This design comes from an exercise in tuning for small area, a short achievable clock period and few clock cycles per item on the open sky130 flow, not from production work. Function was checked by simulation only, so behaviour that the tests miss may differ from the original.

== run 1 ==
Design real_mul_arbiter, start of the top module:
module real_mul_arbiter #(
  parameter  int N_REQ     = 4,
  parameter  int IS_DOUBLE = 1,
  localparam int ID_W      = $clog2(N_REQ)
) (
  input  logic                  clk,
  input  logic                  rst,
  input  logic [N_REQ-1:0]      req_valid,
  output logic [N_REQ-1:0]      req_ready,
  input  logic [real_mul_arbiter_pkg::OP_W*N_REQ-1:0] req_op1,
  input  logic [real_mul_arbiter_pkg::OP_W*N_REQ-1:0] req_op2,
  output logic                  rsp_valid,
  input  logic                  rsp_ready,
  output logic [ID_W-1:0]       rsp_id,
  output logic [real_mul_arbiter_pkg::OP_W-1:0] rsp_result,
  output logic                  busy,
  output logic [real_mul_arbiter_pkg::CNT_W-1:0] ops_done
);
Size: ~7900 cells after synthesis, ~240 flip-flops, about 610 I/O pins, about 74000 µm² of cells after synthesis.
Settings: LEC_CHECK=0, CAP_MARGIN=20, CORE_MARGIN=2, CORE_UTILIZATION=40, SLEW_MARGIN=20; clock period 18.0 ns.
standard.sh (not shown) runs the stock make flow with config.mk's settings and CLKGATE_MAP_FILE= SYNTH_SCRIPT=/design/flow/synth_recipe.tcl, a recipe that flattens the netlist after the stock synthesis.
==> flow/flow/run.sh <==
#!/bin/bash
# Standard synthesis and layout, with two changes to how the layout is made:
# - repair_timing aims for 10.3 ns of extra setup slack, so the critical paths are sized and
#   buffered for a period well below the clock period;
# - the buffers that the flow puts on every input and output port are the smallest buffer cell.
set -euo pipefail
bash standard.sh SETUP_SLACK_MARGIN=10.3 "BUFFER_PORTS_ARGS=-buffer_cell sky130_fd_sc_hd__buf_1" finish > standard.log 2>&1
Testbench counts of run 1, summed over its fixed seeds: cycles 3,216, items 3,200.
#### Input delta (run 2 over run 1)
==> flow/flow/run.sh <==
#!/bin/bash
# Standard synthesis and layout, with these changes to how the layout is made:
# - repair_timing aims for 10 ns of extra setup slack, so the critical paths are sized and
#   buffered for a period well below the clock period;
# - the buffers that the flow puts on every input and output port are the smallest buffer cell;
# - a denser core (55% utilisation) for shorter wires, and clkbuf_8 for the clock tree.
set -euo pipefail
bash standard.sh SETUP_SLACK_MARGIN=10 "BUFFER_PORTS_ARGS=-buffer_cell sky130_fd_sc_hd__buf_1" \
  CORE_UTILIZATION=55 CTS_BUF_LIST=sky130_fd_sc_hd__clkbuf_8 finish > standard.log 2>&1
==> run summary <==
Run 2: done, clean on timing, DRC and antenna
As of run 2, count of buffers not belonging to the clock network in the layout had fallen by more than 10% compared to run 1.
Compared with run 1, run 2 degrades worst setup slack.
What run 3 does differently from run 2 at the input level:
==> flow/flow/run.sh <==
#!/bin/bash
# Standard synthesis and layout, with two changes to how the layout is made:
# - repair_timing aims for 10 ns of extra setup slack, so the critical paths are sized and
#   buffered for a period well below the clock period;
# - the buffers that the flow puts on every input and output port are the smallest buffer cell.
set -euo pipefail
bash standard.sh SETUP_SLACK_MARGIN=10 "BUFFER_PORTS_ARGS=-buffer_cell sky130_fd_sc_hd__buf_1" finish > standard.log 2>&1
## What came out
- Via count of the first global-routing pass in run 3 is 2769 higher than in run 2
- Clock-buffer cell count: run 3 vs run 2 up 1
- Between run 3 and run 2, the clock buffer and inverter area fraction after layout figures differ only marginally.
- Going from run 2 to run 3, design area was more or less identical, via count flat, global-route usage fell 12 points, maximum fanout along the worst path now sits lower.
- Re worst hold slack: run 3 is 12 ps down on run 2.
- Delta(met1 capacity usage during global routing, run 3 - run 2) < 0
- Note that the number of placed cells counting well taps recorded for run 2 amounts to 0.936 times the value seen in run 3.
The following lists how run 4 was set up differently from run 3:
==> flow/flow/run.sh <==
#!/bin/bash
# Standard synthesis and layout, with these changes to how the layout is made:
# - repair_timing aims for 10 ns of extra setup slack, so the critical paths are sized and
#   buffered for a period well below the clock period;
# - the buffers that the flow puts on every input and output port are the smallest buffer cell;
# - clkbuf_8 for the clock tree.
set -euo pipefail
bash standard.sh SETUP_SLACK_MARGIN=10 "BUFFER_PORTS_ARGS=-buffer_cell sky130_fd_sc_hd__buf_1" \
  CTS_BUF_LIST=sky130_fd_sc_hd__clkbuf_8 finish > standard.log 2>&1
Run 4: no failed stages, no open violations at the end. Run 3 and run 4 ended up with roughly the same post-route cell area. On non-filler instance count after layout, run 3 and run 4 are basically level. Taking run 3 as the reference, in run 4 cell count of the worst reg-to-reg path now smaller; post-synthesis to final-layout area growth comparable. Min delay of the slowest critical-path stage across run 3 and run 4: run 4. Diff run 3 -> run 4 | setup slack | decrease of 62 ps.

[port drivers added, routing unchanged]
No port has a modelled driver above. Below, the same layouts with a new extraction and two added sets of constraints.
Step 1 sets driving cells, clkbuf_16 on the clock port and buf_2 on the other inputs (assumed; they add their load-dependent delay and slew).
Step 2 adds t to the input delays and takes it off the output delays; t is the mean of the earliest and latest rising clock arrival at the registers after step 1. Input paths then give back, and output paths get back, about the clock's delay inside the block.
Slacks: ideal ports / drivers / drivers and shift; pairs: ideal ports / drivers.
run | t, ns | slack for setup (ns) | hold WS [ns] | clock arrival spread, ns | worst data-port slew with drivers (ns)
run 1 | 0.716 | 10.033 / 9.976 / 9.995 | 0.443 / 0.443 / 0.443 | 0.047 / 0.047 | 0.26
run 2 | 0.749 | 9.899 / 9.899 / 9.899 | 0.446 / 0.446 / 0.446 | 0.053 / 0.052 | 0.20
run 3 | 0.730 | 9.951 / 9.898 / 9.934 | 0.435 / 0.435 / 0.435 | 0.033 / 0.032 | 0.18
run 4 | 0.809 | 9.889 / 9.860 / 9.889 | 0.435 / 0.435 / 0.435 | 0.062 / 0.062 | 0.26
After both steps setup and hold are still met in every run listed. The setup slack of run 1, which loses most, moves by -0.057 ns with the drivers and by -0.038 ns with both steps.
